From an optimization exercise on the open Yosys and OpenROAD flow, aimed at small area; shortcuts taken in it are not production practice.
Function was checked by simulation only, so behaviour that the tests miss may differ from the original.
Power is estimated from default activity; no workload was simulated.

Design matrix_stream_host, start of the top module:
module matrix_stream_host #(
    parameter int DATA_W  = 16,
    parameter int ACC_W   = 32,
    parameter int N       = 4,
    parameter int TIMEOUT = 1024
) (
    input  logic                        clk,
    input  logic                        rst,
    input  logic                        start,
    output logic                        busy,
    output logic                        done,
    output logic                        tlast_err,
    output logic                        timeout,
    output logic                        accel_start,
    input  logic                        ld_we,
    input  logic [$clog2(2*N*N)-1:0]    ld_addr,
    input  logic [DATA_W-1:0]           ld_data,
    input  logic [$clog2(N*N)-1:0]      rd_addr,
    output logic [ACC_W-1:0]            rd_data,
    output logic                        m_axis_tvalid,
    output logic [DATA_W-1:0]           m_axis_tdata,
    input  logic                        m_axis_tready,
    input  logic                        s_axis_tvalid,
    input  logic [ACC_W-1:0]            s_axis_tdata,
    input  logic                        s_axis_tlast,
    output logic                        s_axis_tready
);
Settings: LEC_CHECK=0, CAP_MARGIN=10, CORE_MARGIN=2, CORE_UTILIZATION=60, PLACE_DENSITY=0.85, SLEW_MARGIN=10; clock period 7.0 ns.
standard.sh (not shown) runs the stock make flow with config.mk's settings and CLKGATE_MAP_FILE= SYNTH_SCRIPT=/design/flow/synth_recipe.tcl, a recipe that flattens the netlist after the stock synthesis.
==> flow/flow/run.sh <==
#!/bin/bash
# The standard layout (standard synthesis unchanged), with:
# - CTS dummy loads disabled and explicit sink clustering,
# - minimum-size port buffers,
# - synthesis (ABC) buffers removed at floorplan,
set -o pipefail
export CTS_ARGS="-sink_clustering_enable -repair_clock_nets -dont_use_dummy_load -sink_clustering_size 16 -sink_clustering_max_diameter 60 -buf_list {sky130_fd_sc_hd__clkbuf_4 sky130_fd_sc_hd__clkbuf_8}"
export REMOVE_ABC_BUFFERS=1
export BUFFER_PORTS_ARGS="-buffer_cell sky130_fd_sc_hd__buf_1"
bash standard.sh place > standard_place.log 2>&1
bash standard.sh SLEW_MARGIN=30 CAP_MARGIN=30 finish > standard.log 2>&1
The baseline finished with timing, DRC and antenna clean.
Edit:
--- a/flow/flow/run.sh
+++ b/flow/flow/run.sh
@@ -5 +5,2 @@
-# - synthesis (ABC) buffers removed at floorplan,
+# - synthesis (ABC) buffers removed at floorplan.
+# Each tool's output goes to the ORFS logs; make's output to standard.log.
@@ -10,2 +11 @@
-bash standard.sh place > standard_place.log 2>&1
-bash standard.sh SLEW_MARGIN=30 CAP_MARGIN=30 finish > standard.log 2>&1
+bash standard.sh > standard.log 2>&1
- PLACE_DENSITY: 0.85 -> not set
Outcome:
- routed wire length goes up by 6.7%
- worst hold slack is about the same
- total power goes up by 0.31%
- clock power barely changes
Edit:
==> flow/flow/run.sh (replaced) <==
#!/bin/bash
set -o pipefail
here=$(pwd)
bash standard.sh synth > standard_synth.log 2>&1
export CTS_ARGS="-sink_clustering_enable -repair_clock_nets -dont_use_dummy_load -sink_clustering_size 16 -sink_clustering_max_diameter 60 -buf_list {sky130_fd_sc_hd__clkbuf_4 sky130_fd_sc_hd__clkbuf_8}"
export REMOVE_ABC_BUFFERS=1
export BUFFER_PORTS_ARGS="-buffer_cell sky130_fd_sc_hd__buf_1"
for s in GLOBAL_PLACE RESIZE GLOBAL_ROUTE; do export PRE_${s}_TCL=$here/flow/hooks.tcl; done
bash standard.sh > standard.log 2>&1
==> flow/flow/hooks.tcl (new file) <==
# Keep placement/route repair on the small buffers.
set_dont_use [get_lib_cells {sky130_fd_sc_hd__buf_4 sky130_fd_sc_hd__buf_6 sky130_fd_sc_hd__buf_8 sky130_fd_sc_hd__buf_12 sky130_fd_sc_hd__buf_16 sky130_fd_sc_hd__bufbuf_* sky130_fd_sc_hd__clkdlybuf4* sky130_fd_sc_hd__dlygate* sky130_fd_sc_hd__dlymetal* sky130_fd_sc_hd__clkbuf_4 sky130_fd_sc_hd__clkbuf_8 sky130_fd_sc_hd__clkbuf_16}]
- CORE_UTILIZATION: 60 -> 70
The changed run produced a layout that fails on capacitance limit, slew limit. Maximum frequency went down by a few percent. Die area is lower by about a fifth. Clock power decreases slightly. Worst setup slack loses 420 ps. Final area went down slightly. Sequential power is about the same.
Edit:
--- a/flow/flow/run.sh
+++ b/flow/flow/run.sh
@@ -1,0 +2,5 @@
+# The standard layout (standard synthesis unchanged), with:
+# - CTS dummy loads disabled and explicit sink clustering,
+# - minimum-size port buffers,
+# - synthesis (ABC) buffers removed at floorplan.
+# Each tool's output goes to the ORFS logs; make's output to standard.log.
@@ -3,2 +7,0 @@
-here=$(pwd)
-bash standard.sh synth > standard_synth.log 2>&1
@@ -8 +10,0 @@
-for s in GLOBAL_PLACE RESIZE GLOBAL_ROUTE; do export PRE_${s}_TCL=$here/flow/hooks.tcl; done
- CORE_UTILIZATION: 70 -> 60
- GPL_ROUTABILITY_DRIVEN: not set -> 0
removed: flow/flow/hooks.tcl
Result: The new run completed, yet does not pass: capacitance limit, slew limit; setup slack is better by 370 ps; cell area goes up by about 0.7%; routed wire length stays flat; area after synthesis does not change; first-iteration DRC count drops by 18%; final cell count went up by 1.1%; utilization goes down by 10 points.

-- static timing again, ports no longer ideal --
In the flow no input, the clock included, has a driving cell. The finished layouts below were timed again as built, in two steps.
Step 1: set_driving_cell puts a clkbuf_16 on clk and a buf_2 on each other input, an assumption about the parent block.
Step 2 adds t to the input delays and takes it off the output delays; t is the mean of the earliest and latest rising clock arrival at the registers after step 1. Input paths then give back, and output paths get back, about the clock's delay inside the block.
Slacks: no drivers / after step 1 / after step 2; pairs: no drivers / after step 1.
run	t, ns	slack for setup (ns)	worst setup path after step 2	slew at the worst register clock pin (ns)	cell pins on the clock port's net
the first run	0.763	0.845 / 0.781 / 1.321	input to output	0.11 / 0.11	1
the second run	0.778	0.945 / 0.874 / 1.463	input to output	0.11 / 0.11	1
the third run	0.774	0.528 / 0.460 / 1.211	input to output	0.11 / 0.11	1
the fourth run	0.772	0.896 / 0.828 / 1.424	input to output	0.11 / 0.11	1
